Context: an optimization exercise on an open-source flow, tuned for a short achievable clock period and few clock cycles. The choices shown serve that exercise and are no tape-out recipe.
RTL that was checked went through simulation tests only; none was proved equivalent to the original.

==> v14: inputs <==
// seq_store_top
module seq_store_top (
  input  wire logic                  clk_i,
  input  wire logic                  rst_ni,
  input  wire logic                  rx_deshfu_valid_i,
  output logic                       rx_deshfu_ready_o,
  input  wire store_pkg::seq_entry_t rx_deshfu_i,
  input  wire logic                  txn_valid_i,
  output logic                       txn_ready_o,
  input  wire store_pkg::txn_beat_t  txn_i,
  input  wire logic                  meta_valid_i,
  output logic                       meta_ready_o,
  input  wire store_pkg::meta_t      meta_i,
  output logic                       axi_w_valid_o,
  input  wire logic                  axi_w_ready_i,
  output store_pkg::w_beat_t         axi_w_o
);
Settings: LEC_CHECK=0, CAP_MARGIN=20, CORE_MARGIN=2, CORE_UTILIZATION=70, CTS_CLUSTER_DIAMETER=60, CTS_CLUSTER_SIZE=30, SETUP_SLACK_MARGIN=4.0, SLEW_MARGIN=20; clock period 6.3 ns.
run.sh (not shown) runs the stock make flow with config.mk's settings and CLKGATE_MAP_FILE= SYNTH_SCRIPT=/design/flow/synth_recipe.tcl, a recipe that flattens the netlist after the stock synthesis.
==> v25: changes against v14 <==
--- a/flow/design.v
+++ b/flow/design.v
@@ -102,64 +102,67 @@
   end
   assign ready_o  = ready_q;
   assign head_v_o = occ_q[0];
   assign head_o   = sl_q[0];
 endmodule
 module seq_buffer #(
-  parameter int unsigned DEPTH = 4
+  parameter int unsigned DEPTH = 4,
+  parameter int unsigned PW    = 2     
 ) (
   input  wire logic                  clk_i,
   input  wire logic                  rst_ni,
   input  wire logic                  rx_valid_i,
   output logic                       rx_ready_o,
   input  wire store_pkg::seq_entry_t rx_entry_i,
   input  wire logic [1:0]            pop_i,
   output logic                       ge1_o,
   output logic                       ge2_o,
   output store_pkg::seq_entry_t      head0_o,
   output store_pkg::seq_entry_t      head1_o
 );
-  localparam int unsigned EW = store_pkg::ENTRY_W;
-  logic [DEPTH-1:0][EW-1:0] sl_q;
-  logic [DEPTH-1:0]         occ_q;    
-  logic [DEPTH-1:0]         occ_p;    
-  logic [DEPTH-1:0]         wr_here;
-  logic [DEPTH-1:0][EW-1:0] moved;
-  logic                     ready_q;
-  logic                     take;
-  assign take = rx_valid_i && ready_q;
-  always_comb begin
-    occ_p = occ_q >> pop_i;
-    for (int k = 0; k < DEPTH; k++) begin
-      wr_here[k] = take && !occ_p[k] && (k == 0 || occ_p[(k + DEPTH - 1) % DEPTH]);
-      case (pop_i)
-        2'd1:    moved[k] = (k + 1 < DEPTH) ? sl_q[(k + 1) % DEPTH] : rx_entry_i;
-        2'd2:    moved[k] = (k + 2 < DEPTH) ? sl_q[(k + 2) % DEPTH] : rx_entry_i;
-        default: moved[k] = sl_q[k];
-      endcase
-    end
-  end
+  logic [DEPTH-1:0][store_pkg::ENTRY_W-1:0] st_q;
+  logic                  ready_q;
+  logic                  ge1_q;
+  logic                  ge2_q;
+  logic [DEPTH-1:0]      wr_oh_q;   
+  logic [PW-1:0]         rd_q;
+  logic [PW-1:0]         rd1_q;     
+  logic [PW:0]           cnt_q;
+  logic [PW:0]           cnt_d;
+  logic                  take;
+  assign take  = rx_valid_i && ready_q;
+  assign cnt_d = cnt_q + {{PW{1'b0}}, take} - {{(PW-1){1'b0}}, pop_i};
   always_ff @(posedge clk_i or negedge rst_ni) begin
     if (!rst_ni) begin
-      occ_q   <= '0;
       ready_q <= 1'b0;
+      ge1_q   <= 1'b0;
+      ge2_q   <= 1'b0;
+      wr_oh_q <= (DEPTH)'(1);
+      rd_q    <= '0;
+      rd1_q   <= (PW)'(1);
+      cnt_q   <= '0;
     end else begin
-      occ_q   <= take ? {occ_p[DEPTH-2:0], 1'b1} : occ_p;
-      ready_q <= !occ_q[DEPTH-1] && !(take && occ_q[DEPTH-2]);
+      ready_q <= (cnt_q + {{PW{1'b0}}, take}) < (PW + 1)'(DEPTH);
+      ge1_q   <= cnt_d >= (PW + 1)'(1);
+      ge2_q   <= cnt_d >= (PW + 1)'(2);
+      cnt_q   <= cnt_d;
+      if (take) wr_oh_q <= {wr_oh_q[DEPTH-2:0], wr_oh_q[DEPTH-1]};
+      rd_q  <= rd_q  + {{(PW-1){1'b0}}, pop_i};
+      rd1_q <= rd1_q + {{(PW-1){1'b0}}, pop_i};
     end
   end
   always_ff @(posedge clk_i) begin
     for (int k = 0; k < DEPTH; k++) begin
-      sl_q[k] <= wr_here[k] ? rx_entry_i : moved[k];
+      if (take && wr_oh_q[k]) st_q[k] <= rx_entry_i;
     end
   end
   assign rx_ready_o = ready_q;
-  assign ge1_o      = occ_q[0];
-  assign ge2_o      = occ_q[1];
-  assign head0_o    = sl_q[0];
-  assign head1_o    = sl_q[1];
+  assign ge1_o      = ge1_q;
+  assign ge2_o      = ge2_q;
+  assign head0_o    = st_q[rd_q];
+  assign head1_o    = st_q[rd1_q];
 endmodule
 `default_nettype wire
 `timescale 1ns/1ps
 `default_nettype none
 module nibble_cursor (
   input  wire logic                       clk_i,
@@ -172,13 +175,13 @@
   output logic                            meta_pop_o,
   input  wire logic                       plan_take_i,
   output logic                            plan_v_o,
   output store_pkg::plan_t                plan_o
 );
   localparam int unsigned NW = store_pkg::SEQ_NB_W;
-  logic             cont_q;     
+  logic             first_q;    
   logic [NW-1:0]    ptr_q;      
   logic             plan_v_q;
   store_pkg::plan_t plan_q;
   store_pkg::plan_t plan_d;
   logic             adv;
   logic [NW:0]   ends_f, ends_c;
@@ -196,41 +199,41 @@
   assign gt32_f = ends_f[NW] && (ends_f[NW-1:0] != '0);
   assign gt32_c = ends_c[NW] && (ends_c[NW-1:0] != '0);
   assign pops_f = pops_of(ends_f, txn_i.final_);
   assign pops_c = pops_of(ends_c, txn_i.final_);
   assign rot_f  = meta_off_i - {1'b0, txn_i.lower};
   assign rot_c  = ptr_q      - {1'b0, txn_i.lower};
-  assign adv = txn_v_i && (cont_q || meta_v_i) && (!plan_v_q || plan_take_i);
+  assign adv = txn_v_i && (!first_q || meta_v_i) && (!plan_v_q || plan_take_i);
   always_comb begin
-    plan_d.rot   = !cont_q ? rot_f  : rot_c;
-    plan_d.ptr   = !cont_q ? meta_off_i : ptr_q;
-    plan_d.pops  = !cont_q ? pops_f : pops_c;
-    plan_d.need2 = !cont_q ? gt32_f : gt32_c;
+    plan_d.rot   = first_q ? rot_f  : rot_c;
+    plan_d.ptr   = first_q ? meta_off_i : ptr_q;
+    plan_d.pops  = first_q ? pops_f : pops_c;
+    plan_d.need2 = first_q ? gt32_f : gt32_c;
     plan_d.win   = txn_i.win;
     plan_d.last  = txn_i.last;
   end
   always_ff @(posedge clk_i or negedge rst_ni) begin
     if (!rst_ni) begin
-      cont_q   <= 1'b0;
+      first_q  <= 1'b1;
       ptr_q    <= '0;
       plan_v_q <= 1'b0;
     end else begin
       if (adv) begin
-        cont_q   <= !txn_i.final_;
-        ptr_q    <= !cont_q ? ends_f[NW-1:0] : ends_c[NW-1:0];
+        first_q  <= txn_i.final_;
+        ptr_q    <= first_q ? ends_f[NW-1:0] : ends_c[NW-1:0];
         plan_v_q <= 1'b1;
       end else if (plan_take_i) begin
         plan_v_q <= 1'b0;
       end
     end
   end
   always_ff @(posedge clk_i) begin
     if (adv) plan_q <= plan_d;
   end
   assign txn_pop_o  = adv;
-  assign meta_pop_o = adv && !cont_q;
+  assign meta_pop_o = adv && first_q;
   assign plan_v_o   = plan_v_q;
   assign plan_o     = plan_q;
 endmodule
 `default_nettype wire
 `timescale 1ns/1ps
 `default_nettype none
@@ -245,24 +248,24 @@
   input  wire logic              ent_ge2_i,
   output logic [1:0]             ent_pop_o,
   input  wire logic              w_pop_i,
   output logic                   issue_o
 );
   logic [2:0] infl_q;
-  logic       full_q;
+  logic       room_q;
   logic       go;
   logic [2:0] infl_d;
-  assign go     = plan_v_i && (need2_i ? ent_ge2_i : ent_ge1_i) && !full_q;
+  assign go     = plan_v_i && (need2_i ? ent_ge2_i : ent_ge1_i) && room_q;
   assign infl_d = infl_q + {2'b0, go} - {2'b0, w_pop_i};
   always_ff @(posedge clk_i or negedge rst_ni) begin
     if (!rst_ni) begin
       infl_q <= '0;
-      full_q <= 1'b0;
+      room_q <= 1'b1;
     end else begin
       infl_q <= infl_d;
-      full_q <= infl_d >= 3'(store_pkg::OUT_CAP);
+      room_q <= infl_d < 3'(store_pkg::OUT_CAP);
     end
   end
   assign plan_take_o = go;
   assign ent_pop_o   = go ? pops_i : 2'd0;
   assign issue_o     = go;
 endmodule
@@ -354,57 +357,50 @@
   output logic                    w_valid_o,
   input  wire logic               w_ready_i,
   output store_pkg::w_beat_t      w_o,
   output logic                    w_pop_o
 );
   localparam int unsigned BW = store_pkg::BEAT_W;
-  logic [2:0][BW-1:0] ring_q;
+  logic [1:0][BW-1:0] ring_q;
   logic [BW-1:0]      out_q;
   logic               out_v_q;
-  logic [1:0]         wr_q;
-  logic [1:0]         rd_q;
-  logic [1:0]         rd1;
+  logic               wr_q;
+  logic               rd_q;
   logic [1:0]         cnt_q;
+  logic               ne_q;
+  logic               load;
+  logic               enq;
+  logic               deq;
   logic [1:0]         cnt_d;
-  logic               pop;
-  logic [BW-1:0]      head_d;
-  function automatic logic [1:0] next3(input logic [1:0] p);
-    next3 = (p == 2'd2) ? 2'd0 : p + 2'd1;
-  endfunction
-  assign pop   = out_v_q && w_ready_i;
-  assign rd1   = next3(rd_q);
-  assign cnt_d = cnt_q + {1'b0, push_i} - {1'b0, pop};
-  always_comb begin
-    if (pop) begin
-      head_d = (cnt_q >= 2'd2) ? ring_q[rd1] : beat_i;
-    end else begin
-      head_d = (cnt_q >= 2'd1) ? ring_q[rd_q] : beat_i;
-    end
-  end
+  assign load  = !out_v_q || w_ready_i;
+  assign deq   = load && ne_q;
+  assign enq   = push_i && !(load && !ne_q);
+  assign cnt_d = cnt_q + {1'b0, enq} - {1'b0, deq};
   always_ff @(posedge clk_i or negedge rst_ni) begin
     if (!rst_ni) begin
       out_v_q <= 1'b0;
       wr_q    <= '0;
       rd_q    <= '0;
       cnt_q   <= '0;
+      ne_q    <= 1'b0;
     end else begin
-      out_v_q <= cnt_d != 2'd0;
-      cnt_q   <= cnt_d;
-      if (push_i) wr_q <= next3(wr_q);
-      if (pop)    rd_q <= rd1;
+      if (load) out_v_q <= ne_q || push_i;
+      if (enq)  wr_q    <= !wr_q;
+      if (deq)  rd_q    <= !rd_q;
+      cnt_q <= cnt_d;
+      ne_q  <= cnt_d != 2'd0;
     end
   end
   always_ff @(posedge clk_i) begin
-    for (int k = 0; k < 3; k++) begin
-      if (push_i && wr_q == 2'(k)) ring_q[k] <= beat_i;
-    end
-    out_q <= head_d;
+    if (push_i && !wr_q) ring_q[0] <= beat_i;
+    if (push_i &&  wr_q) ring_q[1] <= beat_i;
+    if (load)   out_q        <= ne_q ? ring_q[rd_q] : beat_i;
   end
   assign w_valid_o = out_v_q;
   assign w_o       = out_q;
-  assign w_pop_o   = pop;
+  assign w_pop_o   = out_v_q && w_ready_i;
 endmodule
 `default_nettype wire
 `timescale 1ns/1ps
 `default_nettype none
 module seq_store_top (
   input  wire logic                  clk_i,
@@ -425,29 +421,20 @@
   localparam int unsigned NW = store_pkg::SEQ_NB_W;
   localparam int unsigned DW = store_pkg::TXN_DEC_W;
   store_pkg::txn_dec_t  txn_dec;
   store_pkg::txn_dec_t  txn_head;
   logic                 txn_head_v;
   logic                 txn_pop;
-  logic [4:0]  size_hl, size_h;
-  logic [15:0] win_lo, win_up;
+  logic [4:0]           upper;
   always_comb begin
-    size_hl = txn_i.lbn - {1'b0, txn_i.addr_off};
-    size_h  = 5'd16 - {1'b0, txn_i.addr_off};
+    txn_dec.lower  = txn_i.is_head ? txn_i.addr_off : 4'd0;
+    upper          = txn_i.is_last ? txn_i.lbn : 5'd16;
+    txn_dec.size   = upper - {1'b0, txn_dec.lower};
     for (int i = 0; i < store_pkg::BUS_NIBBLES; i++) begin
-      win_lo[i] = 4'(i) >= txn_i.addr_off;
-      win_up[i] = 5'(i) < txn_i.lbn;
+      txn_dec.win[i] = (5'(i) >= {1'b0, txn_dec.lower}) && (5'(i) < upper);
     end
-    case ({txn_i.is_head, txn_i.is_last})
-      2'b11:   txn_dec.size = size_hl;
-      2'b10:   txn_dec.size = size_h;
-      2'b01:   txn_dec.size = txn_i.lbn;
-      default: txn_dec.size = 5'd16;
-    endcase
-    txn_dec.lower  = txn_i.is_head ? txn_i.addr_off : 4'd0;
-    txn_dec.win    = (txn_i.is_head ? win_lo : 16'hffff) & (txn_i.is_last ? win_up : 16'hffff);
     txn_dec.last   = txn_i.is_last;
     txn_dec.final_ = txn_i.is_final;
   end
   word_queue #(.SW(DW), .DEPTH(4)) u_txn_q (
     .clk_i    (clk_i),
     .rst_ni   (rst_ni),
@@ -482,13 +469,13 @@
   );
   store_pkg::seq_entry_t head0;
   store_pkg::seq_entry_t head1;
   logic                  ent_ge1;
   logic                  ent_ge2;
   logic [1:0]            ent_pop;
-  seq_buffer #(.DEPTH(4)) u_seq_buffer (
+  seq_buffer #(.DEPTH(4), .PW(2)) u_seq_buffer (
     .clk_i      (clk_i),
     .rst_ni     (rst_ni),
     .rx_valid_i (rx_deshfu_valid_i),
     .rx_ready_o (rx_deshfu_ready_o),
     .rx_entry_i (rx_deshfu_i),
     .pop_i      (ent_pop),
Settings changed: CORE_UTILIZATION 70 to 55, CTS_CLUSTER_DIAMETER 60 to 120, SETUP_SLACK_MARGIN 4.0 to 3.8.
==> v12: changes against v14 <==
Settings changed: CORE_UTILIZATION 70 to 55, CTS_CLUSTER_DIAMETER 60 to 80.
==> results_dict.tcl <==
set metrics [dict create \
    antenna_found_initial 9 \
    grt_max_degree 156 \
    run_status "finished clean" \
    htreeDepth 2 \
    synthAdderAreaFrac_pct 0.676 \
]
[end of results for v12]
==> results_dict.tcl <==
set metrics [dict create \
    run_status "stopped before the end" \
    haltStage "global routing (5_1_grt)" \
    stop_error "[ERROR GRT-0232] Routing congestion too high. Check the congestion heatmap in the GUI." \
    grt_max_degree 156 \
    ys_async_sr_fraction_pct 2.71 \
    antenna_found_initial 43 \
]
[end of results for v14]
==> results_dict.tcl <==
set metrics [dict create \
    grt_max_degree 106 \
    synthAdderAreaFrac_pct 0.908 \
    run_status "finished clean" \
    post_cts_buffers 48 \
    powerSeq_mw 11.9 \
    htreeDepth 2 \
    antenna_found_initial 19 \
]
[end of results for v25]
Testbench counts of v25, summed over its fixed seeds: cycles 8,520.
The RTL of v14 and v12 was laid out without a check of its function.

static timing again, ports no longer ideal:
How much do the figures lean on ideal ports? The routed layouts below were timed once more, with nothing changed but the port constraints.
Step 1: set_driving_cell puts a clkbuf_16 on clk_i and a buf_2 on each other input, an assumption about the parent block.
Step 2 adds t to the input delays and takes it off the output delays; t is the mean of the earliest and latest rising clock arrival at the registers after step 1. Input paths then give back, and output paths get back, about the clock's delay inside the block.
Three values: ideal ports, drivers, drivers and shift; two values: the first two.
run	shift t [ns]	setup slack, ns	pins driven straight from the clock port
v25	0.744	3.728 / 3.660 / 3.147	1
v12	0.799	3.521 / 3.521 / 2.888	1
After both steps setup and hold are still met in every run listed. For v12, which loses most, drivers alone change the setup slack by 0.000 ns; drivers and shift together by -0.633 ns.
